This is an optimization exercise on Yosys and OpenROAD, whose aim is small area, a short achievable clock period and few clock cycles, not a production implementation.
In this exercise RTL edits were held to simulation tests only and were not proved equivalent to the original.
No activity file was given, so power comes from the tool's default toggle rates.

==> flow/design.v <==
package bra_pkg;
  localparam int unsigned SAMPLES = 5;
  localparam logic [15:0] COUNT_MAX = 16'hFFFF;
  localparam logic [31:0] WRAP_HALF = 32'h8000_0000;
  localparam logic CMD_OBSERVE = 1'b0;
  localparam logic CMD_FINISH  = 1'b1;
  localparam logic KIND_BEACON  = 1'b0;
  localparam logic KIND_SUMMARY = 1'b1;
endpackage
module bra_divider (
  input  logic [15:0] rem_in,
  input  logic        dbit,
  input  logic [15:0] divisor,
  output logic [15:0] rem_out,
  output logic        qbit
);
  logic [17:0] trial;
  assign trial   = {1'b0, rem_in, dbit} - {2'b00, divisor};
  assign qbit    = !trial[17];
  assign rem_out = qbit ? trial[15:0] : {rem_in[14:0], dbit};
endmodule
module beacon_rssi_aggregator #(
  parameter int TABLE_ENTRIES = 8
) (
  input  logic         clk,
  input  logic         rst_n,
  input  logic         in_tvalid,
  output logic         in_tready,
  input  logic [127:0] in_tdata,
  input  logic         in_tuser,
  output logic         out_tvalid,
  input  logic         out_tready,
  output logic [159:0] out_tdata,
  output logic         out_tuser,
  output logic         out_tlast
);
  localparam int N = 8;
  logic        [47:0] t_id    [N];
  logic        [7:0]  t_track [N];
  logic        [23:0] t_sum   [N];
  logic        [15:0] t_cnt   [N];
  logic        [7:0]  t_peak  [N];
  logic        [7:0]  t_ptx   [N];
  logic        [31:0] t_lat   [N];
  logic        [7:0]  t_trim  [N];
  logic               t_few   [N];    
  logic [3:0]   u_r;         
  logic [N-1:0] cur_r;       
  logic [N-1:0] nxt_r;       
  logic [2:0]   base_r;      
  logic [15:0]  raw_r, drops_r;
  logic         blk_r;       
  logic         s2v_r, s2fin_r, s2known_r;
  logic [47:0]  h_id_r;
  logic [7:0]   h_track_r, h_rssi_r, h_tx_r;
  logic [31:0]  h_seen_r;    
  logic [N-1:0] h_hit_r;
  logic [N-1:0]       s3oh_r;
  logic [10:0]        s3tn_r;
  logic [1:0]         s3d_r;
  logic [7:0]         trim_v;
  logic         em_busy_r;      
  logic         am_pend_r;      
  logic         am_pend2_r;     
  logic         b2_v_r [2];
  logic [7:0]   b2_t_r [2];
  logic [3:0]   b2_k_r [2];
  logic         iss_done_r;     
  logic [3:0]   rem_r;          
  logic [N-1:0] ioh_r;          
  logic [2:0]   obase_r;
  logic [N-1:0] om_r;           
  logic [3:0]   occ_r;          
  logic [15:0]  raw_old_r, sdrop_old_r;
  logic [N-1:0] best_r;
  logic         pav_r, pasum_r;
  logic [2:0]   paslot_r;
  logic [15:0]  pa_rem_r, pa_c_r;
  logic [5:0]   pa_m_r;
  logic [1:0]   pa_q_r;
  logic         pbv_r, pbsum_r;
  logic [2:0]   pbslot_r;
  logic [15:0]  pb_rem_r, pb_c_r;
  logic [3:0]   pb_m_r;
  logic [3:0]   pb_q_r;
  logic         pcv_r, pcsum_r;
  logic [2:0]   pcslot_r;
  logic [15:0]  pc_rem_r, pc_c_r;
  logic [1:0]   pc_m_r;
  logic [5:0]   pc_q_r;
  logic         dv_r, dsum_r;
  logic [N-1:0] dsel_r;         
  logic [7:0]   dmean_r;
  logic signed [7:0] x;
  assign x = h_rssi_r;
  logic obs, kobs, found, full, need_app, obs_go, app_go, fin_go;
  logic [N-1:0] app_oh, tgt, wr;
  assign obs      = s2v_r && !s2fin_r;
  assign kobs     = obs && s2known_r;
  assign found    = |h_hit_r;
  assign full     = u_r[3];
  assign need_app = kobs && !found && !full;
  logic blk;    
  assign blk = blk_r && !(dv_r && out_tready && !dsum_r);
  assign obs_go   = obs && !(need_app && blk);
  assign app_go   = need_app && !blk;
  assign app_oh   = app_go ? nxt_r : '0;
  assign tgt      = h_hit_r | app_oh;
  assign wr       = (kobs && obs_go) ? tgt : '0;
  assign fin_go   = s2v_r && s2fin_r && !em_busy_r;
  logic rdy_base, rdy_xfer;
  assign rdy_base  = !s2v_r || fin_go || (obs && !(need_app && blk_r));
  assign rdy_xfer  = obs && need_app && dv_r && !dsum_r;
  assign in_tready = rdy_base || (rdy_xfer && out_tready);
  logic [23:0]       sum_b;
  logic [15:0]       cnt_b;
  logic signed [7:0] peak_b;
  logic [31:0]       lat_b;
  always_comb begin
    sum_b = '0; cnt_b = '0; peak_b = '0; lat_b = '0;
    for (int p = 0; p < N; p++) begin
      sum_b  = sum_b  | ({24{h_hit_r[p]}} & t_sum[p]);
      cnt_b  = cnt_b  | ({16{h_hit_r[p]}} & t_cnt[p]);
      peak_b = peak_b | ({8{h_hit_r[p]}}  & t_peak[p]);
      lat_b  = lat_b  | ({32{h_hit_r[p]}} & t_lat[p]);
    end
  end
  logic               few, sat;
  logic [2:0]         k;
  logic [7:0]         xu, peaku, tmin_b, tmin_n, mn5, mx5;
  logic [23:0]        sumv, sum_n, sum_w;
  logic [15:0]        cnt_n;
  logic [10:0]        tn5;
  logic               peak_upd, lat_upd;
  logic [31:0]        dlat;
  always_comb begin
    few = !found;
    for (int p = 0; p < N; p++) few = few | (h_hit_r[p] & t_few[p]);
  end
  assign k      = cnt_b[2:0];
  assign sat    = (cnt_b == 16'hFFFF);
  assign xu     = {!x[7], x[6:0]};
  assign peaku  = {!peak_b[7], peak_b[6:0]};
  assign sumv   = few ? {14'd0, sum_b[9:0]} : sum_b;
  assign sum_n  = sat ? sumv : sumv + {16'd0, xu};
  assign cnt_n  = sat ? cnt_b : cnt_b + 16'd1;
  assign tmin_b = sum_b[23:16];
  assign tmin_n = (k == 3'd0 || xu < tmin_b) ? xu : tmin_b;
  assign mn5    = (xu < tmin_b) ? xu : tmin_b;
  assign mx5    = (xu > peaku) ? xu : peaku;
  assign tn5    = {1'b0, sumv[9:0]} + {3'd0, xu} - {3'd0, mn5} - {3'd0, mx5};
  assign sum_w  = (few && k != 3'd4) ? {tmin_n, 6'd0, sum_n[9:0]} : sum_n;
  assign peak_upd = !found || (x > peak_b);
  assign dlat    = h_seen_r - lat_b;
  assign lat_upd = !found || !dlat[31];
  always_ff @(posedge clk) begin
    for (int p = 0; p < N; p++) begin
      if (wr[p]) begin
        t_sum[p] <= sum_w;
        t_cnt[p] <= cnt_n;
        t_few[p] <= few && (k != 3'd4);
        if (peak_upd) begin
          t_peak[p] <= x;
          t_ptx[p]  <= h_tx_r;
        end
        if (lat_upd) t_lat[p] <= h_seen_r;
      end
      if (app_oh[p]) begin
        t_id[p]    <= h_id_r;
        t_track[p] <= h_track_r;
      end
      if (s3oh_r[p]) t_trim[p] <= trim_v;
    end
  end
  logic [16:0] dsum17;
  logic [15:0] sdrop;
  logic        has_b;
  assign dsum17 = {1'b0, h_seen_r[15:0]} + {1'b0, drops_r};
  assign sdrop  = !h_seen_r[16] ? h_seen_r[15:0] : (dsum17[16] ? 16'hFFFF : dsum17[15:0]);
  assign has_b  = h_seen_r[16] && (u_r != 4'd0);
  logic [N-1:0] s1mask, s1hit;
  logic         fwd;
  always_comb begin
    s1mask = (s2v_r && s2fin_r) ? '0 : cur_r;
    fwd    = kobs && (in_tdata[47:0] == h_id_r);
    for (int p = 0; p < N; p++)
      s1hit[p] = (s1mask[p] && (in_tdata[47:0] == t_id[p])) || (fwd && tgt[p]);
  end
  logic [9:0]  tq;
  logic [21:0] tprod;
  logic        tinx;
  always_comb begin
    tprod = {11'd0, s3tn_r} * 22'd683;
    case (s3d_r)
      2'd0: begin tq = s3tn_r[9:0];         tinx = 1'b0; end
      2'd1: begin tq = {1'b0, s3tn_r[9:1]}; tinx = s3tn_r[0]; end
      2'd2: begin tq = tprod[20:11];         tinx = (tprod[10:0] >= 11'd683); end
      default: begin tq = {2'b0, s3tn_r[9:2]}; tinx = |s3tn_r[1:0]; end
    endcase
    trim_v = {!tq[7], tq[6:0]} + {7'd0, !tq[7] && tinx};
  end
  logic              a1_v [4];
  logic signed [7:0] a1_t [4];
  logic [3:0]        a1_k [4];
  logic              a2_v [2];
  logic signed [7:0] a2_t [2];
  logic [3:0]        a2_k [2];
  logic [3:0]        am_k;
  logic [3:0]        lk   [N];
  function automatic logic beats(input logic av, input logic signed [7:0] at, input logic [3:0] ak,
                                 input logic bv, input logic signed [7:0] bt, input logic [3:0] bk);
    beats = av && (!bv || (at > bt) || (at == bt && ak < bk));
  endfunction
  always_comb begin
    for (int p = 0; p < N; p++) lk[p] = {(3'(p) < obase_r), 3'(p)};
    for (int i = 0; i < 4; i++) begin
      if (beats(om_r[2*i+1], t_trim[2*i+1], lk[2*i+1], om_r[2*i], t_trim[2*i], lk[2*i])) begin
        a1_t[i] = t_trim[2*i+1]; a1_k[i] = lk[2*i+1];
      end else begin
        a1_t[i] = t_trim[2*i];   a1_k[i] = lk[2*i];
      end
      a1_v[i] = om_r[2*i] || om_r[2*i+1];
    end
    for (int i = 0; i < 2; i++) begin
      if (beats(a1_v[2*i+1], a1_t[2*i+1], a1_k[2*i+1], a1_v[2*i], a1_t[2*i], a1_k[2*i])) begin
        a2_t[i] = a1_t[2*i+1]; a2_k[i] = a1_k[2*i+1];
      end else begin
        a2_t[i] = a1_t[2*i];   a2_k[i] = a1_k[2*i];
      end
      a2_v[i] = a1_v[2*i] || a1_v[2*i+1];
    end
    if (beats(b2_v_r[1], b2_t_r[1], b2_k_r[1], b2_v_r[0], b2_t_r[0], b2_k_r[0])) am_k = b2_k_r[1];
    else am_k = b2_k_r[0];
  end
  logic        take, flush, issue, iss_beacon, xfer;
  logic [2:0]  islot;
  logic [23:0] i_sum, i_b;
  logic [15:0] i_cnt;
  logic        i_few;
  logic [15:0] r8, r7, r6, r5, r4, r3, r2, r1, r0;
  logic        q7, q6, q5, q4, q3, q2, q1, q0;
  logic [7:0]  mq;
  assign take   = !dv_r || out_tready;
  assign flush  = !take;
  assign issue  = fin_go || (em_busy_r && !iss_done_r && !flush);
  assign iss_beacon = fin_go ? has_b : (rem_r != 4'd0);
  assign islot  = {ioh_r[4] | ioh_r[5] | ioh_r[6] | ioh_r[7],
                   ioh_r[2] | ioh_r[3] | ioh_r[6] | ioh_r[7],
                   ioh_r[1] | ioh_r[3] | ioh_r[5] | ioh_r[7]};
  assign xfer   = dv_r && out_tready;
  always_comb begin
    i_sum = '0; i_cnt = '0; i_few = 1'b0;
    for (int p = 0; p < N; p++) begin
      i_sum = i_sum | ({24{ioh_r[p]}} & t_sum[p]);
      i_cnt = i_cnt | ({16{ioh_r[p]}} & t_cnt[p]);
      i_few = i_few | (ioh_r[p] & t_few[p]);
    end
  end
  assign i_b   = i_few ? {14'd0, i_sum[9:0]} : i_sum;
  assign r8    = i_b[23:8];
  bra_divider u_d7 (.rem_in(r8), .dbit(i_b[7]), .divisor(i_cnt), .rem_out(r7), .qbit(q7));
  bra_divider u_d6 (.rem_in(r7), .dbit(i_b[6]), .divisor(i_cnt), .rem_out(r6), .qbit(q6));
  bra_divider u_d5 (.rem_in(pa_rem_r), .dbit(pa_m_r[5]), .divisor(pa_c_r), .rem_out(r5), .qbit(q5));
  bra_divider u_d4 (.rem_in(r5), .dbit(pa_m_r[4]), .divisor(pa_c_r), .rem_out(r4), .qbit(q4));
  bra_divider u_d3 (.rem_in(pb_rem_r), .dbit(pb_m_r[3]), .divisor(pb_c_r), .rem_out(r3), .qbit(q3));
  bra_divider u_d2 (.rem_in(r3), .dbit(pb_m_r[2]), .divisor(pb_c_r), .rem_out(r2), .qbit(q2));
  bra_divider u_d1 (.rem_in(pc_rem_r), .dbit(pc_m_r[1]), .divisor(pc_c_r), .rem_out(r1), .qbit(q1));
  bra_divider u_d0 (.rem_in(r1), .dbit(pc_m_r[0]), .divisor(pc_c_r), .rem_out(r0), .qbit(q0));
  assign mq = {pc_q_r, q1, q0};
  logic       em_busy_n;
  logic [3:0] u_n, occ_n;
  logic [4:0] room;
  always_comb begin
    u_n       = fin_go ? 4'd0 : u_r + {3'd0, app_go};
    occ_n     = fin_go ? (has_b ? u_r : 4'd0) : occ_r - {3'd0, xfer && !dsum_r};
    em_busy_n = fin_go || (em_busy_r && !(xfer && dsum_r));
    room      = {1'b0, u_n} + {1'b0, occ_n};
  end
  always_ff @(posedge clk) begin
    if (in_tready) begin
      h_id_r    <= in_tdata[47:0];
      h_track_r <= in_tdata[56:49];
      h_rssi_r  <= in_tdata[64:57];
      h_tx_r    <= in_tdata[72:65];
      h_seen_r  <= in_tuser ? {15'd0, in_tdata[105], in_tdata[121:106]} : in_tdata[104:73];
      s2known_r <= in_tdata[48];
      s2fin_r   <= in_tuser;
      h_hit_r   <= s1hit;
    end
    s3oh_r <= few ? wr : '0;
    s3tn_r <= (k == 3'd4) ? tn5 : {1'b0, sum_n[9:0]};
    s3d_r  <= (k == 3'd4) ? 2'd2 : k[1:0];
    begin
      pasum_r  <= !iss_beacon;
      paslot_r <= islot;
      pa_rem_r <= r6;
      pa_c_r   <= i_cnt;
      pa_m_r   <= i_b[5:0];
      pa_q_r   <= {q7, q6};
    end
    begin
      pbsum_r  <= pasum_r;
      pbslot_r <= paslot_r;
      pb_rem_r <= r4;
      pb_c_r   <= pa_c_r;
      pb_m_r   <= pa_m_r[3:0];
      pb_q_r   <= {pa_q_r, q5, q4};
    end
    begin
      pcsum_r  <= pbsum_r;
      pcslot_r <= pbslot_r;
      pc_rem_r <= r2;
      pc_c_r   <= pb_c_r;
      pc_m_r   <= pb_m_r[1:0];
      pc_q_r   <= {pb_q_r, q3, q2};
    end
    if (take && pcv_r) begin
      dsum_r  <= pcsum_r;
      for (int p = 0; p < N; p++) dsel_r[p] <= !pcsum_r && (pcslot_r == 3'(p));
      dmean_r <= {!mq[7], mq[6:0]} + {7'd0, !mq[7] && (r0 != 16'd0)};
    end
    for (int i = 0; i < 2; i++) begin
      b2_v_r[i] <= a2_v[i];
      b2_t_r[i] <= a2_t[i];
      b2_k_r[i] <= a2_k[i];
    end
    if (am_pend2_r) begin
      for (int p = 0; p < N; p++) best_r[p] <= (am_k[2:0] == 3'(p));
    end
    if (fin_go) begin
      raw_old_r   <= raw_r;
      sdrop_old_r <= sdrop;
      om_r        <= has_b ? cur_r : '0;
      obase_r     <= base_r;
    end
    if (!rst_n) begin
      blk_r      <= 1'b0;
      s2v_r      <= 1'b0;
      s3oh_r     <= '0;
      u_r        <= '0;
      cur_r      <= '0;
      nxt_r      <= 8'd1;
      base_r     <= '0;
      raw_r      <= '0;
      drops_r    <= '0;
      em_busy_r  <= 1'b0;
      am_pend_r  <= 1'b0;
      am_pend2_r <= 1'b0;
      iss_done_r <= 1'b0;
      rem_r      <= '0;
      ioh_r      <= 8'd1;
      occ_r      <= '0;
      pav_r      <= 1'b0;
      pbv_r      <= 1'b0;
      pcv_r      <= 1'b0;
      dv_r       <= 1'b0;
    end else begin
      blk_r     <= (room >= 5'd8);
      if (in_tready) s2v_r <= in_tvalid;
      u_r       <= u_n;
      occ_r     <= occ_n;
      em_busy_r <= em_busy_n;
      am_pend_r <= fin_go;
      am_pend2_r <= am_pend_r;
      if (obs_go) begin
        if (raw_r != 16'hFFFF) raw_r <= raw_r + 16'd1;
        if (kobs && !found && full && drops_r != 16'hFFFF) drops_r <= drops_r + 16'd1;
      end
      if (app_go) begin
        cur_r <= cur_r | nxt_r;
        nxt_r <= {nxt_r[N-2:0], nxt_r[N-1]};
      end
      if (take) dv_r <= pcv_r;
      pav_r <= issue;
      pbv_r <= pav_r && !flush;
      pcv_r <= pbv_r && !flush;
      if (fin_go) begin
        cur_r      <= '0;
        base_r     <= base_r + u_r[2:0];
        raw_r      <= '0;
        drops_r    <= '0;
        iss_done_r <= 1'b0;
        rem_r      <= u_r - 4'd1;
        if (!has_b) ioh_r <= nxt_r;
      end
      if (issue) begin
        if (iss_beacon) begin
          if (!fin_go) rem_r <= rem_r - 4'd1;
          ioh_r <= {ioh_r[N-2:0], ioh_r[N-1]};
        end else begin
          iss_done_r <= 1'b1;
        end
      end
      if (flush && !dsum_r) begin
        iss_done_r <= 1'b0;
        rem_r      <= occ_r - 4'd1;
        ioh_r      <= {dsel_r[N-2:0], dsel_r[N-1]};
      end
    end
  end
  logic [135:0] bd;
  always_comb begin
    bd = '0;
    for (int p = 0; p < N; p++)
      bd = bd | ({136{dsel_r[p]}} & {t_cnt[p], t_lat[p], t_ptx[p], t_peak[p], 8'd0, t_trim[p],
                                     t_track[p], t_id[p]});
    out_tdata = {7'd0, sdrop_old_r & {16{dsum_r}}, |(dsel_r & best_r),
                 bd[135:120] | (raw_old_r & {16{dsum_r}}), bd[119:72],
                 dmean_r & {8{!dsum_r}}, bd[63:0]};
  end
  assign out_tvalid = dv_r;
  assign out_tuser  = dsum_r;
  assign out_tlast  = dsum_r;
endmodule
==> flow/flow/run.sh <==
#!/bin/bash
# the standard layout, with timing repair aiming 6 ns below the clock period
set -euo pipefail
bash standard.sh SETUP_SLACK_MARGIN=6 finish > make_finish.log 2>&1
==> flow/standard.sh <==
#!/bin/bash
# synth_recipe.tcl (not shown) runs the flow's synth.tcl, then flattens the netlist and writes it again
# the make line also repeats each setting of config.mk as NAME=value (left out here)
make -C /OpenROAD-flow-scripts/flow DESIGN_CONFIG=/design/flow/config.mk WORK_HOME=/design/flow/orfs CLKGATE_MAP_FILE= SYNTH_SCRIPT=/design/flow/synth_recipe.tcl "${@:-finish}"
==> flow/config.mk <==
export PLATFORM = sky130hd
export DESIGN_NAME = beacon_rssi_aggregator
export DESIGN_NICKNAME = beacon_rssi_aggregator
export VERILOG_FILES = /design/flow/design.v
export SDC_FILE = /design/flow/constraint.sdc
export NUM_CORES = 4
export LEC_CHECK = 0
export CAP_MARGIN = 20
export CORE_MARGIN = 2
export CORE_UTILIZATION = 55
export SLEW_MARGIN = 20
==> flow/constraint.sdc <==
create_clock -name core_clock -period 12.0 [get_ports {clk}]
set_input_delay 2.4000 -clock core_clock [delete_from_list [all_inputs] [get_ports {clk}]]
set_output_delay 2.4000 -clock core_clock [all_outputs]
set_load 0.01 [all_outputs]
==> results.cfg, run 1 <==
[route]
drc = 0
drt_iter0_markers = 8724
ant_nets = 0
via_per_inst = 6.758
num_vias = 59920
routed_wl_mm = 279.3
drt_first_pass_iters = 7
wl_per_cell_um = 31.49

[sta]
drv_slew = 0
finalSetupViolCount = 0
tns_ns = 0
whs_ns = 0.3121
min_period_ns = 5.965
maxSlewHeadroom_pct = 4.653
clock.fmax_ghz = 0.1676
tightest_slew_ns = 1.417
post-route-period-util_pct = 49.71
hold_viol = 0
finClkSkew_ns = 0.04553
rsz0062_at_grt = true

[final_layout]
stdcell_count = 8867
layout.nets = 7318
multi_input_area_um2 = 32650
n_fill_cell = 11340
syn_to_final_growth_pct = 15.13
register_area_um2 = 47410
drive_above_1_share_pct = 9.406

[yosys]
syn_area_um2 = 81830
ys_ff_latch = 1664
synth.avg_cell_area_um2 = 12.57
ys_warn_count = 20
synth_ff_type = edfxtp_1
yosysSeqAreaShare_pct = 57.91
synth_edf_count = 1406
netlist_instances = 6509
ys_types = 93
synthArstFlopShare_pct = 0

[critical_path]
crit_path_end_kind = output port
worst_ep_required_time_ns = 9.60
setup.worst_path.start_class = primary input
critPathKind = in2out
cp.arrival_ns = 3.56
cp_max_fo = 3

[hold_path]
hold_path_class = reg2reg

[clock_tree]
cts_tree = built
cts_max_level = 4
clock_latency_ns = 0.83
clock-sinks = 1664
clkTransAtPathRegs_ns = 0.06
cts_hold_buffers = 0
cts_made_buffers = 174
cts-root-buf = clkbuf_16
max-clock-path-buffers = 3

[run_status]
outcome = timing/DRC/antenna clean

[floorplanning]
die_h_um = 389.7
dieArea_um2 = 151900
fp-row-count = 141
core-area_um2 = 147700
initial_utilization_pct = 55.42
die_x_um = 389.7
io_pins = 297

[pwr]
p_per_area_nw_per_um2 = 201.9
ir_drop_mv = 0.1609
p_leak_nw = 32.69
p_total_mw = 19.02

[global_routing]
grt_max_degree = 87
grt_pass1_wl_mm = 393.4
grt_overflow = 0
antenna_found_initial = 15
grt_pass1_vias = 57570
track_usage_pct = 35.55

[placed_design]
dpl.hpwl_mm = 171.2
gp_congestion = 0.9627
port_buffers = 283
placed_cells = 8463

[job]
drv_cap = 0
==> worst paths after layout <==
| path | startpoint | end | slack, ns | depth (start not counted) |
|---|---|---|---|---|
| setup / recovery | out_tready | in_tready | 6.04 | 7 |
| hold / removal | paslot_r[0] | pbslot_r[0] | 0.31 | 0 |
| setup reg to reg | h_hit_r[0] | s3tn_r[10] | 6.06 | 27 |
| hold reg to reg | paslot_r[0] | pbslot_r[0] | 0.31 | 0 |
==> metal layers <==
layer	global-route usage (%)	wire length [um]	vias to the layer above
li1	-	-	25890
met5	0	91	-
met2	53.00	121700	3960
met4	13.52	11100	14
met1	50.44	111700	29430
met3	8.674	34660	627
==> layout by cell type, fill, tap and decap left out, types with 71 or more instances in the layout <==
| cell type | n |
|---|---|
| clkbuf_16 | 192 |
| clkdlybuf4s50_1 | 280 |
| xnor2_1 | 290 |
| ha_1 | 337 |
| inv_1 | 268 |
| a21oi_1 | 222 |
| dfxtp_1 | 242 |
| o21ai_0 | 114 |
| edfxtp_1 | 1406 |
| a22oi_1 | 933 |
| buf_4 | 103 |
| nor4_1 | 81 |
| xor2_1 | 316 |
| nor2b_1 | 87 |
| nor3_1 | 71 |
| nand4_1 | 260 |
| nand3_1 | 80 |
| nand2_1 | 164 |
| nor2_1 | 279 |
==> layout make-up <==
class / count / area share (%)
well taps: 1930 / 2.563
flip-flops and latches: 1664 / 50.33
inverters: 283 / 1.163
diodes: 5 / 0.01328
multi-input cells: 4211 / 34.66
clock inverters: 90 / 1.043
clock buffers: 234 / 5.159
repair buffers: 450 / 5.073
==> power breakdown <==
part | switching [mW] | leakage (nW) | internal (mW)
sequential | 0.231 | 15.1 | 6.62
clock | 2.29 | 2.83 | 3.23
combinational | 3.64 | 14.7 | 3.01
total | 6.16 | 32.7 | 12.9
==> kinds of logic (layout without fill, tap and decap cells) <==
logic type	count (synthesis)	count (layout)	share of synthesized area, %
XOR/XNOR	614	614	6.572
multiplexers	148	148	2.101
adder cells (fa/ha/maj)	401	401	6.627
buffers and inverters	642	1057	3.024
AND/OR/NAND/NOR	1304	1306	8.660
other	1	12	0.004583
AO/OA/AOI/OAI	1735	1735	15.11
flip-flops	1664	1664	57.91
==> what timing repair did <==
item	CTS	global route
pin swaps	11	27
buffers inserted	23	27
cloned	8	13
gates resized for setup	111	93
setup endpoints to repair	373	205
==> metrics by stage <==
| step | setup slack [ns] | utilization (%) | cell area, um^2 |
|---|---|---|---|
| detailed placement | 4.656 | 58.67 | 86630 |
| finish | 6.035 | 63.80 | 94210 |
| floorplan | 5.962 | - | 82190 |
| CTS | 5.930 | 63.24 | 93380 |
| global placement | 4.706 | 58.65 | 86600 |
| global route | 5.807 | 63.80 | 94210 |
==> worst max-delay path, cell delays in order <==
cell,delay (ns)
clkdlybuf4s15_1,0.25
nand2_2,0.11
o21ai_4,0.21
nor4_4,0.06
a21o_2,0.27
nand2_8,0.12
buf_2,0.15
==> sequential cells by signal, summed over array words and instances (netlist names), 32 cells and up <==
name and flops:
t_id 384, h_seen_r 32, t_sum 192, h_id_r 48
t_lat 256, t_track 64, t_trim 64, t_cnt 128
t_peak 64, t_ptx 64
==> synthesized netlist by cell type (12+ instances only) <==
master	n	area, um^2
nand2_1	169	634.4
o21ai_1	29	145.1
dfxtp_1	258	5165
a31oi_1	33	206.5
nor3_1	71	355.3
and2_1	51	319.1
and3_1	36	225.2
nor4_1	83	519.3
nand4_1	260	1627
a22o_1	31	271.5
edfxtp_1	1406	42220
o21a_1	51	382.9
nand3_1	80	400.4
nor2_1	287	1077
and4_1	60	525.5
o21bai_1	13	97.59
a21oi_1	232	1161
fa_1	54	1081
a221oi_1	30	262.8
a21o_1	46	345.3
nor3b_1	12	90.09
a22oi_1	935	7019
a222oi_1	16	160.2
nand2b_1	38	237.7
nor2b_1	87	544.3
xor2_1	322	2820
inv_1	278	1044
a211oi_1	34	255.2
xnor2_1	292	2557
buf_1	42	157.7
mux2i_1	42	420.4
o21ai_0	117	585.6
o211ai_1	19	142.6
o31a_1	19	166.4
clkbuf_1	295	1107
o31ai_1	12	90.09
mux2_1	29	326.6
mux2_2	63	709.4
or3_1	25	156.4
ha_1	347	4342
Testbench counts, summed over its fixed seeds: cycles 5,864.
==> run 2, diff against run 1 <==
==> flow/flow/run.sh (replaced) <==
#!/bin/bash
# the standard layout, with timing repair aiming 6.3 ns below the clock period
set -euo pipefail
bash standard.sh SETUP_SLACK_MARGIN=6.3 finish > make_finish.log 2>&1
==> results.cfg, run 2 <==
[yosys]
yosys-top-cells-area = edfxtp_1 (52%), a22oi_1 (8.6%), dfxtp_1 (6.3%)
syn_area_um2 = 81830
ys_ff_latch = 1664
synth.largest_area_cell = edfxtp_1
yosysSeqAreaShare_pct = 57.91
synth_edf_count = 1406
ys_types = 93
synth.top_cells.by_count = edfxtp_1 (1406), a22oi_1 (935), ha_1 (347)
yosysMostFrequentCell = edfxtp_1
synth_ff_type = edfxtp_1
synthArstFlopShare_pct = 0
ys_warn_count = 20
yosys.area.top_type_share_pct = 51.59
synth.avg_cell_area_um2 = 12.57
netlist_instances = 6509

[sta]
finalWorstSetupSlack_ns = 6.238
clock.fmax_ghz = 0.1735
maxSlewHeadroom_pct = 14.07
finalSetupViolCount = 0
rsz0062_at_grt = true
tightest_slew_ns = 1.277
hold_viol = 0
tns_ns = 0
post-route-period-util_pct = 48.02
min_period_ns = 5.762
drv_slew = 0
finClkSkew_ns = 0.04876

[clock_tree]
cts_tree = built
clock_latency_ns = 0.83
clkTransAtPathRegs_ns = 0.06
cts_made_buffers = 174
cts_hold_buffers = 0
max-clock-path-buffers = 3
cts_max_level = 4
cts-root-buf = clkbuf_16
clock-sinks = 1664

[floorplanning]
die_x_um = 389.7
core-area_um2 = 147700
fp-row-count = 141
die_h_um = 389.7
dieArea_um2 = 151900
io_pins = 297
initial_utilization_pct = 55.42

[route]
wl_per_cell_um = 31.35
drt_first_pass_iters = 7
ant_nets = 0
num_vias = 60430
via_per_inst = 6.799
drc = 0
routed_wl_mm = 278.7
drt_iter0_markers = 8505

[placed_design]
dpl.hpwl_mm = 172.3
port_buffers = 283
placed_cells = 8467
gp_congestion = 0.9351
place_area_um2 = 86640
pre_cts_ws_ns = 4.459

[job]
drv_cap = 0

[final_layout]
register_area_um2 = 47440
max_flop_register = t_id
reg.largest.list = t_id x384, t_lat x256, t_sum x192
n_fill_cell = 11270
syn_to_final_growth_pct = 15.69
layout.nets = 7347
layout_common_cells = edfxtp_1 (1406), a22oi_1 (933), ha_1 (320)
largest_reg_flops = 384
layout_commonest_cell = edfxtp_1
stdcell_count = 8888
final_area_um2 = 94670
drive_above_1_share_pct = 10.66
multi_input_area_um2 = 33060

[critical_path]
worst_ep_required_time_ns = 12.69
crit_path_end_kind = flop
cp.arrival_ns = 6.46
setup.worst_path.start_class = flop
critPathKind = reg2reg
cp_max_fo = 10

[global_routing]
grt_overflow = 0
grt_max_degree = 117
antenna_found_initial = 11
grt_pass1_wl_mm = 392.1
track_usage_pct = 35.39
grt_pass1_vias = 57580

[run_status]
outcome = timing/DRC/antenna clean

[pwr]
p_per_area_nw_per_um2 = 202.2
ir_drop_mv = 0.2120
p_leak_nw = 32.77

[hold_path]
hold_path_class = reg2reg
## run 2: cell counts after synthesis
No cell type changed its count.
## run 2: routing by layer
metal	track usage, %	wire length, um
met5	0	59
met4	13.21	11280
met3	8.513	33240
met2	53.34	123000
met1	49.85	111100
## run 2: cell families (layout without fill, tap and decap cells)
logic type / after synthesis / count (layout) / synth area share, %
xor+xnor: 614 / 614 / 6.572
flops: 1664 / 1664 / 57.91
other cells: 1 / 13 / 0.004583
fa+ha+maj: 401 / 401 / 6.627
buf+inv: 642 / 1077 / 3.024
simple gates: 1304 / 1306 / 8.660
mux: 148 / 148 / 2.101
compound gates: 1735 / 1735 / 15.11
## run 2: stage by stage
step / power (mW) / hold WS, ns / util (%)
2_1_floorplan: 11.73 / 0.3096 / -
4_1_cts: 18.74 / 0.3268 / 63.45
3_3_place_gp: 13.05 / 0.3119 / 58.67
5_1_grt: 20.16 / 0.3301 / 64.10
6_report: 19.14 / 0.3258 / 64.11
3_5_place_dp: 13.12 / 0.3132 / 58.68
## run 2: layout make-up
cell class	instances	share of cell area, %
Sequential cell	1664	50.11
Multi-Input combinational cell	4211	34.92
Timing Repair Buffer	478	5.397
Clock buffer	229	5.105
Tap cell	1930	2.551
Inverter	283	1.158
Clock inverter	86	0.7335
Antenna cell	6	0.01586
Timing Repair inverter	1	0.007930
## run 2: worst max-delay path: stages, from the launching register on
cell and delay [ns]:
edfxtp_1 0.44, clkbuf_16 0.24, a22oi_1 0.19, and4_4 0.30, ha_4 0.21, nor2b_4 0.12, o21a_1 0.16, o21a_1 0.16
o21a_1 0.16, o21a_1 0.19, o21ai_2 0.16, a21boi_2 0.09, o21ai_4 0.18, buf_4 0.16, mux2_2 0.34, fa_1 0.48
fa_1 0.63, ha_4 0.24, a21oi_4 0.17, o21bai_1 0.10, a21oi_2 0.20, o21ai_2 0.09, a21o_1 0.17, a21oi_2 0.13
xnor2_1 0.07, mux2_2 0.27
## run 2: worst paths after layout
path,cells after the start,to,slack [ns],startpoint
worst min register to register,0,pbslot_r[1],0.33,paslot_r[1]
worst max-delay path,25,s3tn_r[9],6.24,h_hit_r[5]
worst min-delay path,0,pbslot_r[1],0.33,paslot_r[1]
worst max register to register,25,s3tn_r[9],6.24,h_hit_r[5]
## run 2: power by group
group,switching (mW),internal (mW),total [mW],leakage (nW)
logic,3.77,3.26,7.02,14.9
clock network,2.28,2.97,5.25,2.69
registers,0.239,6.62,6.86,15.1
## run 2: repair_timing
| action | 4_1_cts | 5_1_grt |
|---|---|---|
| buffers inserted | 49 | 29 |
| gates cloned | 11 | 11 |
| gates resized for setup | 197 | 105 |
| pin swaps | 30 | 47 |
| setup endpoints to repair | 506 | 320 |
| endpoints found under the hold margin | 0 | 0 |
==> run 3, diff against run 2 <==
==> flow/flow/run.sh (replaced) <==
#!/bin/bash
# the standard layout, with timing repair aiming 6.6 ns below the clock period
set -euo pipefail
bash standard.sh SETUP_SLACK_MARGIN=6.6 finish > make_finish.log 2>&1
==> results.cfg, run 3 <==
[final_layout]
largest_reg_flops = 384
register_area_um2 = 47450
drive_above_1_share_pct = 13.90
max_flop_register = t_id
layout.nets = 7458
n_fill_cell = 10840
layout_commonest_cell = edfxtp_1
syn_to_final_growth_pct = 19.21
multi_input_area_um2 = 34160
reg.largest.list = t_id x384, t_lat x256, t_sum x192
layout_common_cells = edfxtp_1 (1406), a22oi_1 (923), xor2_1 (316)

[yosys]
ys_warn_count = 20
ys_ff_latch = 1664
synth_fa_ha_area_share_pct = 6.627
synth_simple_gate_area_share_pct = 8.660
ys_types = 93
yosysMostFrequentCell = edfxtp_1
yosysSeqAreaShare_pct = 57.91
netlist_instances = 6509
synthArstFlopShare_pct = 0
synth_xor_area_share_pct = 6.572
synth.largest_area_cell = edfxtp_1
synth.avg_cell_area_um2 = 12.57
synth_edf_count = 1406
synth.mux.area_fraction_pct = 2.101
yosys.area.top_type_share_pct = 51.59
synth.top_cells.by_count = edfxtp_1 (1406), a22oi_1 (935), ha_1 (347)
synth_ff_type = edfxtp_1
yosys-top-cells-area = edfxtp_1 (52%), a22oi_1 (8.6%), dfxtp_1 (6.3%)
synth-compound-area-share_pct = 15.11
syn_area_um2 = 81830
synth_top_family_by_area = compound AO/OA/AOI/OAI gates

[critical_path]
cp_max_fo = 3
regToRegStartpoint = h_hit_r[7]
slowest_delay_ns = 0.54
worst-r2r-cell-count = 28
crit_top_cell = o21a_1
critPathKind = reg2reg
r2r-end = s3tn_r[10]
critPathSlowestCell = fa_2
rrSetupSlack_ns = 6.18
cp.arrival_ns = 6.49
setup.worst_path.start_class = flop
crit_path_end_kind = flop
worst_ep_required_time_ns = 12.68

[hold_path]
hold_depth = 0
hold_path_class = reg2reg
min_from = pasum_r
worstHoldEndpoint = pbsum_r

[global_routing]
grt_max_degree = 58
grt_pass1_vias = 58840
antenna_found_initial = 15
track_usage_pct = 36.51
grt_overflow = 0
grt_pass1_wl_mm = 404.1

[sta]
maxSlewHeadroom_pct = 17.00
hold_viol = 0
tightest_slew_ns = 1.245
clock.fmax_ghz = 0.1720
whs_ns = 0.3243
min_period_ns = 5.815
tns_ns = 0
post-route-period-util_pct = 48.46
rsz0062_at_grt = true
finClkSkew_ns = 0.05333
drv_slew = 0
finalSetupViolCount = 0

[clock_tree]
clkTransAtPathRegs_ns = 0.06
cts_hold_buffers = 0
cts_tree = built
cts-root-buf = clkbuf_16
clock_latency_ns = 0.84
cts_max_level = 4
cts_made_buffers = 172
clock-sinks = 1664
max-clock-path-buffers = 3

[floorplanning]
io_pins = 297
die_h_um = 389.7
fp-row-count = 141
initial_utilization_pct = 55.42
die_x_um = 389.7
core-area_um2 = 147700
dieArea_um2 = 151900

[placed_design]
port_buffers = 283
dpl.hpwl_mm = 169.2
gp_congestion = 0.9523

[pwr]
ir_drop_mv = 0.1917
p_per_area_nw_per_um2 = 207.0
p_total_mw = 20.19
p_leak_nw = 33.94

[job]
drv_cap = 0

[route]
drc = 0
num_vias = 61590
via_per_inst = 6.846
drt_iter0_markers = 8716
ant_nets = 0
routed_wl_mm = 286.2
wl_per_cell_um = 31.81
drt_first_pass_iters = 7

[run_status]
outcome = timing/DRC/antenna clean
run 3: cell count changes in the layout (fill, tap and decap cells not counted), sizes merged, moves of 4 or more:
cell / delta
bufbuf: +23
dlymetal6s2s: +4
diode: -4
buf: +93
clkbuf: -11
clkdlybuf4s50: -7
bufinv: +9
clkinv: -4
run 3: worst max-delay path: cells and delay by family (launching register included):
| kind | cells | cell delay (ns) |
|---|---|---|
| AOI/OAI and AO/OA | 15 | 2.22 |
| adders and majority gates | 5 | 1.70 |
| and+or+nand+nor | 3 | 0.63 |
| DFF | 1 | 0.41 |
| buffers and inverters | 3 | 0.32 |
| muxes | 1 | 0.32 |
| xor gates and xnor gates | 1 | 0.07 |
run 3: kinds of logic (layout without fill, tap and decap cells):
group	count (synthesis)	after routing
adder cells (fa/ha/maj)	401	401
multiplexers	148	148
flip-flops	1664	1664
other	1	9
XOR/XNOR	614	614
AND/OR/NAND/NOR	1304	1305
AO/OA/AOI/OAI	1735	1736
buffers and inverters	642	1190
run 3: final cells by class:
cell class	instances	share of cell area, %
repair buffers	592	6.940
inverters	283	1.126
flip-flops and latches	1664	48.64
clock buffers	220	4.712
well taps	1930	2.475
diodes	2	0.005130
clock inverters	95	1.085
multi-input cells	4211	35.01
run 3: where the power goes:
part	switching, mW	leakage, nW	total, mW	internal [mW]
registers	0.238	15.1	6.86	6.63
clock network	2.33	2.73	5.38	3.06
logic	4.09	16.1	7.95	3.86
run 3: worst max path at each step:
stage,slack (ns),endpoint,depth (start not counted),startpoint
after global placement,4.90,s3tn_r[10],27,h_hit_r[1]
final,6.18,s3tn_r[10],28,h_hit_r[7]
after floorplan,6.01,s3tn_r[10],30,h_hit_r[1]
after CTS,6.21,s3tn_r[10],27,h_hit_r[2]
after detailed placement,4.79,s3tn_r[10],27,h_hit_r[1]
after global routing,6.03,s3tn_r[10],28,h_hit_r[7]
run 3: layer usage:
layer / wire length (um) / up-vias / share of wire (%) / track usage (%)
met5: 145 / - / 0.051 / 0
met4: 13390 / 22 / 4.7 / 14.88
met3: 36860 / 799 / 13 / 9.896
met2: 124900 / 4252 / 44 / 54.78
met1: 110900 / 30340 / 39 / 50.39
li1: - / 26180 / - / -
run 3: metrics by stage:
stage	cell area (um^2)	cells	util, %	worst slack [ns]
3_3_place_gp	86680	8465	58.70	4.896
6_report	97550	8997	66.07	6.185
4_1_cts	96010	8934	65.02	6.215
5_1_grt	97550	8996	66.06	6.027
2_1_floorplan	82310	6515	-	6.012
3_5_place_dp	86700	8465	58.71	4.787
run 3: what timing repair did:
item / in CTS / in global routing
gates cloned: 36 / 8
setup endpoints to repair: 533 / 421
setup buffers: 118 / 53
resized for setup: 336 / 190
pin swaps: 74 / 103
==> run 4, diff against run 3 <==
==> flow/flow/run.sh (replaced) <==
#!/bin/bash
# the standard layout, with timing repair aiming 7.0 ns below the clock period
set -euo pipefail
bash standard.sh SETUP_SLACK_MARGIN=7.0 finish > make_finish.log 2>&1
==> results.cfg, run 4 <==
[route]
wl_per_cell_um = 32.72
drt_first_pass_iters = 9
drt_iter0_markers = 9242
num_vias = 62740
routed_wl_mm = 299.4
drc = 0
ant_nets = 0
via_per_inst = 6.856

[run_status]
outcome = timing/DRC/antenna clean

[yosys]
synth_ff_type = edfxtp_1
ys_types = 93
yosys.area.top_type_share_pct = 51.59
synth.top_cells.by_count = edfxtp_1 (1406), a22oi_1 (935), ha_1 (347)
yosysMostFrequentCell = edfxtp_1
ys_warn_count = 20
synthArstFlopShare_pct = 0
synth_edf_count = 1406
netlist_instances = 6509
yosysSeqAreaShare_pct = 57.91
yosys-top-cells-area = edfxtp_1 (52%), a22oi_1 (8.6%), dfxtp_1 (6.3%)
syn_area_um2 = 81830
synth.avg_cell_area_um2 = 12.57
synth.largest_area_cell = edfxtp_1
ys_ff_latch = 1664

[pwr]
ir_drop_mv = 0.2117
p_leak_nw = 35.27
p_per_area_nw_per_um2 = 212.9
p_total_mw = 21.42

[placed_design]
pre_cts_ws_ns = 4.967
place_area_um2 = 87060
gp_congestion = 0.9798
port_buffers = 283
dpl.hpwl_mm = 169.3

[sta]
hold_viol = 0
min_period_ns = 5.874
finalSetupViolCount = 0
maxSlewHeadroom_pct = 26.86
rsz0062_at_grt = true
finalWorstSetupSlack_ns = 6.126
drv_slew = 0
post-route-period-util_pct = 48.95
finClkSkew_ns = 0.04839
clock.fmax_ghz = 0.1703
tns_ns = 0
tightest_slew_ns = 1.087

[critical_path]
cp_max_fo = 9
slowest_delay_ns = 0.54
r2r-end = s3tn_r[10]
regToRegStartpoint = h_hit_r[4]
critPathSlowestCell = fa_2
crit_top_cell = o21a_1
worst-r2r-cell-count = 28
worst_ep_required_time_ns = 12.65
setup.worst_path.start_class = flop
critPathBufInv = 3
critPathKind = reg2reg
cp.arrival_ns = 6.53
crit_path_end_kind = flop
rrSetupSlack_ns = 6.13
path_delay_family = compound AO/OA/AOI/OAI gates

[floorplanning]
initial_utilization_pct = 55.42
die_h_um = 389.7
core-area_um2 = 147700
die_x_um = 389.7
fp-row-count = 141
dieArea_um2 = 151900
io_pins = 297

[clock_tree]
clkTransAtPathRegs_ns = 0.06
cts-root-buf = clkbuf_16
clock_latency_ns = 0.84
clock-sinks = 1664
max-clock-path-buffers = 3
cts_max_level = 4
cts_tree = built
cts_made_buffers = 173
cts_hold_buffers = 0

[job]
drv_cap = 0

[hold_path]
hold_path_class = reg2reg
worstHoldEndpoint = pb_m_r[3]
min_from = pa_m_r[3]
hold_depth = 0

[global_routing]
track_usage_pct = 37.94
antenna_found_initial = 18
grt_pass1_wl_mm = 415.9
grt_overflow = 0
grt_max_degree = 62
grt_pass1_vias = 59530

[final_layout]
n_fill_cell = 10530
final_area_um2 = 100600
reg.largest.list = t_id x384, t_lat x256, t_sum x192
multi_input_area_um2 = 35230
layout_common_cells = edfxtp_1 (1406), a22oi_1 (887), xor2_1 (315)
max_flop_register = t_id
postLayoutCoreUtil_pct = 68.14
layout.nets = 7601
layout_commonest_cell = edfxtp_1
largest_reg_flops = 384
register_area_um2 = 47470
syn_to_final_growth_pct = 22.95
drive_above_1_share_pct = 18.63
[run 4: cells by family (layout without fill, tap and decap cells)]
| group | Yosys count | count (layout) | share of synthesized area (%) |
|---|---|---|---|
| and+or+nand+nor | 1304 | 1315 | 8.660 |
| DFF | 1664 | 1664 | 57.91 |
| xor gates and xnor gates | 614 | 614 | 6.572 |
| muxes | 148 | 148 | 2.101 |
| adders and majority gates | 401 | 401 | 6.627 |
| AOI/OAI and AO/OA | 1735 | 1737 | 15.11 |
| buffers and inverters | 642 | 1332 | 3.024 |
| other | 1 | 10 | 0.004583 |
[run 4: area by class of cell]
class / count / area share (%)
timing repair inverter: 1 / 0.007461
multi-input combinational: 4222 / 35.02
inverter: 283 / 1.094
timing repair buffer: 722 / 8.449
tap: 1930 / 2.400
sequential: 1664 / 47.18
antenna: 3 / 0.007461
clock inverter: 100 / 1.099
clock buffer: 226 / 4.744
[run 4: worst max path at each step]
stage | from | end | slack, ns | cells after the start
after floorplan | h_hit_r[1] | s3tn_r[10] | 6.01 | 30
after global placement | out_tready | in_tready | 4.99 | 7
after detailed placement | out_tready | in_tready | 4.97 | 7
after CTS | out_tready | in_tready | 6.29 | 7
after global routing | h_hit_r[1] | s3tn_r[10] | 5.92 | 27
final | h_hit_r[4] | s3tn_r[10] | 6.13 | 28
[run 4: report_power, final]
group          internal [mW]  leakage (nW)  total [mW]  switching [mW]
combinational           4.57          17.3        9.00            4.44
sequential              6.63          15.1        6.88           0.253
clock                   3.18          2.86        5.54            2.36
[run 4: routing by layer]
metal	up-vias	wire length (um)	GRT usage (%)
met4	22	15620	17.03
li1	26520	-	-
met5	-	142	0
met3	868	39010	11.01
met1	30830	113600	51.49
met2	4496	131000	56.64
[run 4: repair_timing]
| item | in CTS | in global routing |
|---|---|---|
| setup buffers | 207 | 73 |
| pin swaps | 169 | 166 |
| gates cloned | 67 | 15 |
| setup endpoints to repair | 899 | 590 |
| resized for setup | 766 | 284 |
[run 4: per-stage QoR]
| step | hold WS, ns | instances |
|---|---|---|
| floorplan | 0.3096 | 6515 |
| global placement | 0.3113 | 8460 |
| detailed placement | 0.3144 | 8460 |
| CTS | 0.3216 | 9060 |
| global route | 0.3307 | 9149 |
| finish | 0.3272 | 9151 |

[afterwards: timing with drivers on the ports]
Ports are ideal in the flow. The routed layouts listed here were re-timed in OpenROAD. Step 1 sets driving cells, clkbuf_16 on the clock port and buf_2 on the other inputs (assumed; they add their load-dependent delay and slew). Step 2 times the ports against the registers' clock, not the clock port: input delays grow and output delays shrink by t, the midpoint of the rising clock arrivals with the driver on. Three values: no drivers, after step 1, after step 2; two values: the first two.
| run | t (ns) | setup slack, ns | worst data-port slew with drivers (ns) |
|---|---|---|---|
| run 1 | 0.894 | 6.035 / 5.834 / 5.458 | 0.20 |
| run 2 | 0.887 | 6.238 / 6.144 / 5.620 | 0.18 |
| run 3 | 0.898 | 6.185 / 6.083 / 5.831 | 0.21 |
| run 4 | 0.887 | 6.126 / 6.027 / 6.027 | 0.23 |
After both steps setup and hold are still met in every run listed. The setup slack of run 2, which loses most, moves by -0.094 ns with the drivers and by -0.618 ns with both steps.
